Background: an optimization exercise with open tools, aiming at small area, a short achievable clock period and few clock cycles. Do not read the settings as production practice.
Only simulation tests tie the RTL to the original design; equivalence was not proved.
The flow treats the clock pin as an ideal source, which a real chip does not have.

==> run a: inputs <==
// mac_top
module mac_top (
    input  logic         CLK,
    input  logic         RSTN,
    input  logic [11:0]  mnt_i,        
    input  logic         start_i,
    output logic         done_o,
    output logic [3:0]   w_rd_o,       
    input  logic [63:0]  w_rdata_i,    
    output logic [3:0]   i_rd_o,       
    input  logic [63:0]  i_rdata_i,    
    output logic [68:0]  o_wr_o        
);
    localparam int LAT = 2;        
    logic [3:0] m_dim, n_dim, t_dim;
    assign m_dim = mnt_i[11:8];
    assign n_dim = mnt_i[7:4];
    assign t_dim = mnt_i[3:0];
    logic        active_q;     
    logic        busy_q;       
    logic [1:0]  lane_q;       
    logic [2:0]  row_q;        
    logic [LAT:0] wl_q;        
    logic [LAT:0] first_q;     
    logic [3:0]   mask_q;      
    logic [63:0] acc_q;        
    logic        wen_q;
    logic [2:0]  waddr_q;      
    logic        done_q;
    logic        accept, rd_valid, first, lastl, fin;
    logic [1:0]  mlast;
    assign accept   = start_i && !active_q;
    assign mlast    = (n_dim == 4'd0) ? 2'd0 : m_dim[1:0] - 2'd1;
    assign rd_valid = busy_q || (accept && mlast == 2'd3);     
    assign first    = (lane_q == mlast);
    assign lastl    = (lane_q == 2'd0);
    assign fin      = lastl && ({1'b0, row_q} == t_dim - 4'd1);
    always_ff @(posedge CLK or negedge RSTN) begin
        if (!RSTN) begin
            active_q <= 1'b0;
            busy_q   <= 1'b0;
            lane_q   <= 2'd3;
            row_q    <= 3'd0;
            wl_q     <= '0;
            wen_q    <= 1'b0;
            done_q   <= 1'b0;
        end else begin
            active_q <= accept || (active_q && !done_q);
            wl_q     <= {wl_q[LAT-1:0], rd_valid && lastl};
            wen_q    <= wl_q[LAT];
  ...
clock: 5.5 ns
lec_check: 0
abc_area: 1
cap_margin: 20
core_margin: 2
core_utilization: 30
setup_slack_margin: 3.0
slew_margin: 20
synth_hierarchical: 1
standard.sh (not shown) runs the stock make flow with config.mk's settings and CLKGATE_MAP_FILE= SYNTH_SCRIPT=/design/flow/synth_recipe.tcl, a recipe that flattens the netlist after the stock synthesis.
==> flow/flow/run.sh <==
#!/bin/bash
# The standard layout with two changes:
#  - the smallest buffer on every port (repair_timing upsizes the ones on
#    critical paths)
#  - a clock tree of fewer, larger leaf clusters and no dummy loads
bash standard.sh \
  "BUFFER_PORTS_ARGS=-buffer_cell sky130_fd_sc_hd__buf_1" \
  "CTS_ARGS=-sink_clustering_enable -sink_clustering_size 24 -sink_clustering_max_diameter 80 -buf_list {sky130_fd_sc_hd__clkbuf_8 sky130_fd_sc_hd__clkbuf_16} -dont_use_dummy_load -repair_clock_nets" \
  finish > standard.log 2>&1
==> inputs of run b, as changes to run a <==
- ABC_AREA: 1 -> unset
==> inputs of run c, as changes to run a <==
- ABC_AREA: 1 -> unset
- SETUP_SLACK_MARGIN: 3.0 -> 3.1
==> results.py <==
metrics = {
    "status": {
        "run_status": "no timing/DRC/antenna violations",
    },
    "synth": {
        "synth.yosys.seq_area_share_pct": 36.57,
    },
    "sta": {
        "finalHoldWorstSlack_ps": 329.6,
    },
    "drt": {
        "viasPerCell": 4.582,
    },
    "critical_path": {
        "required_ps": 5890,
    },
    "cts": {
        "worst_skew_pair_latency_ps": 520,
    },
    "layout": {
        "final-nonclk-buf-share_pct": 4.759,
    },
}
That was run a.
==> results.py <==
metrics = {
    "status": {
        "run_status": "no timing/DRC/antenna violations",
    },
    "global_route": {
        "grt_pass1_vias": 8699,
    },
    "drt": {
        "viasPerCell": 4.916,
    },
    "floorplanning": {
        "fp-row-count": 74,
    },
    "layout": {
        "final-nonclk-buf-share_pct": 4.876,
    },
    "critical_path": {
        "required_ps": 5880,
    },
    "cts": {
        "worst_setup_hold_path_clk_slew_ps": 90,
        "worst_skew_pair_latency_ps": 510,
    },
    "synth": {
        "synth.yosys.seq_area_share_pct": 38.91,
    },
    "sta": {
        "finalHoldWorstSlack_ps": 321.2,
    },
}
That was run b.
==> results.py <==
metrics = {
    "critical_path": {
        "required_ps": 5900,
    },
    "cts": {
        "cts_tree": "done",
    },
    "sta": {
        "timing.setup.tns_ps": 0,
        "finalHoldWorstSlack_ps": 321.0,
    },
    "global_route": {
        "global_route.peak_usage_layer": "met2",
    },
    "floorplanning": {
        "floorplan.die.height_um": 207.3,
    },
    "layout": {
        "comb_multi_in": 686,
        "final-nonclk-buf-share_pct": 6.287,
    },
    "status": {
        "run_status": "no timing/DRC/antenna violations",
    },
    "synth": {
        "synth.yosys.seq_area_share_pct": 38.91,
    },
    "drt": {
        "viasPerCell": 4.895,
    },
    "power_and_ir_drop": {
        "clkPwrFrac_pct": 13.5,
    },
}
That was run c.
Testbench counts of run a, summed over its fixed seeds: cycles 5,706.
Testbench counts of run b, summed over its fixed seeds: cycles 5,706.
Testbench counts of run c, summed over its fixed seeds: cycles 5,706.

* * *

==> run R: inputs <==
mac_top, a different RTL version from the one above (not shown whole).
Settings: LEC_CHECK=0, CAP_MARGIN=20, CORE_MARGIN=2, CORE_UTILIZATION=30, SETUP_SLACK_MARGIN=3.0, SLEW_MARGIN=20, SYNTH_HIERARCHICAL=1; clock period 5.5 ns.
==> flow/flow/run.sh <==
#!/bin/bash
# The standard layout with three changes:
#  - the smallest buffer on every port (repair_timing upsizes the ones on
#    critical paths)
#  - a clock tree of fewer, larger leaf clusters and no dummy loads
#  - after CTS timing repair, area recovery on paths with slack to spare
bash standard.sh \
  "BUFFER_PORTS_ARGS=-buffer_cell sky130_fd_sc_hd__buf_1" \
  "CTS_ARGS=-sink_clustering_enable -sink_clustering_size 24 -sink_clustering_max_diameter 80 -buf_list {sky130_fd_sc_hd__clkbuf_8 sky130_fd_sc_hd__clkbuf_16} -dont_use_dummy_load -repair_clock_nets" \
  "POST_CTS_TCL=$PWD/flow/post_cts.tcl" \
  finish > standard.log 2>&1
==> flow/flow/post_cts.tcl <==
# After CTS timing repair: give back area on paths that have slack to spare
# (downsize gates, remove buffers) while keeping the setup margin.
estimate_parasitics -placement
puts "post_cts: before recovery: area [sta::format_area [rsz::design_area] 0] worst slack [sta::format_time [sta::worst_slack_cmd max] 3]"
repair_timing -recover_power 100 -setup_margin $::env(SETUP_SLACK_MARGIN) -verbose
detailed_placement
estimate_parasitics -placement
puts "post_cts: after recovery: area [sta::format_area [rsz::design_area] 0] worst slack [sta::format_time [sta::worst_slack_cmd max] 3]"
==> inputs of run K, as changes to run R <==
==> flow/flow/run.sh (replaced) <==
#!/bin/bash
# The standard layout with two changes:
#  - the smallest buffer on every port (repair_timing upsizes the ones on
#    critical paths)
#  - a clock tree of fewer, larger leaf clusters and no dummy loads
bash standard.sh \
  "BUFFER_PORTS_ARGS=-buffer_cell sky130_fd_sc_hd__buf_1" \
  "CTS_ARGS=-sink_clustering_enable -sink_clustering_size 24 -sink_clustering_max_diameter 80 -buf_list {sky130_fd_sc_hd__clkbuf_8 sky130_fd_sc_hd__clkbuf_16} -dont_use_dummy_load -repair_clock_nets" \
  finish > standard.log 2>&1
SETUP_SLACK_MARGIN = 2.85   (was 3.0)
removed: flow/flow/post_cts.tcl
==> results.txt <==
Status: run R complete, no violations; run K complete, no violations
Number of nets in the layout: run R 1556; run K 1540
Number of fill cells in the layout: run R 4180; run K 4167
Total placed instance area: run R 14000 µm²; run K 13800 µm²
Number of detailed-routing iterations run before antenna repair: run R 5; run K 4
Non-clock buffering overhead: run R 5.02%; run K 4.01%
Design Area, Final: run R 14700 µm²; run K 14300 µm²
Met2 Wirelength: run R 14300 µm; run K 13700 µm
Stage delay of the slowest cell on the critical path: run R 0.54 ns; run K 0.52 ns
Register area: run R 4910 µm²; run K 4910 µm²
Wire length of the first global-routing pass: run R 48500 µm; run K 48400 µm
Grt met2 use: run R 24.0%; run K 22.9%
Sequential portion of the cell area: run R 33.5%; run K 34.3%
Sum of routed wire segments on met1: run R 13700 µm; run K 13700 µm
Combined global-route utilization of all metal layers: run R 14.6%; run K 14.6%
Total wirelength of the detailed-routed design: run R 31200 µm; run K 30800 µm
Testbench counts of run R, summed over its fixed seeds: cycles 5,706.
Testbench counts of run K, summed over its fixed seeds: cycles 5,706.

-- port drivers added, routing unchanged --
How much do the figures lean on ideal ports? The routed layouts below were timed once more, with nothing changed but the port constraints. Step 1 assumes that a clkbuf_16 drives the clock port and a buf_2 every other input. Step 2, shift: input delay + t, output delay - t, t = (earliest + latest rising clock arrival at the registers) / 2. This alone moves slack from input paths to output paths. a / b / c = ideal ports / drivers / drivers and shift; a / b = the first two.
| run | shift t [ns] | setup slack, ns | worst setup path at the end | clock arrival spread, ns | pins driven straight from the clock port |
|---|---|---|---|---|---|
| run a | 0.537 | 3.014 / 3.036 / 2.499 | input to register | 0.065 / 0.065 | 1 |
| run b | 0.523 | 3.012 / 3.027 / 2.503 | input to register | 0.079 / 0.079 | 1 |
| run c | 0.545 | 3.033 / 3.033 / 2.563 | input to register | 0.045 / 0.045 | 1 |
| run R | 0.544 | 3.008 / 3.013 / 2.482 | input to register | 0.039 / 0.039 | 1 |
| run K | 0.528 | 2.852 / 2.881 / 2.354 | input to register | 0.045 / 0.045 | 1 |
After both steps setup and hold are still met in every run listed. The setup slack of run R, which loses most, moves by +0.005 ns with the drivers and by -0.526 ns with both steps.
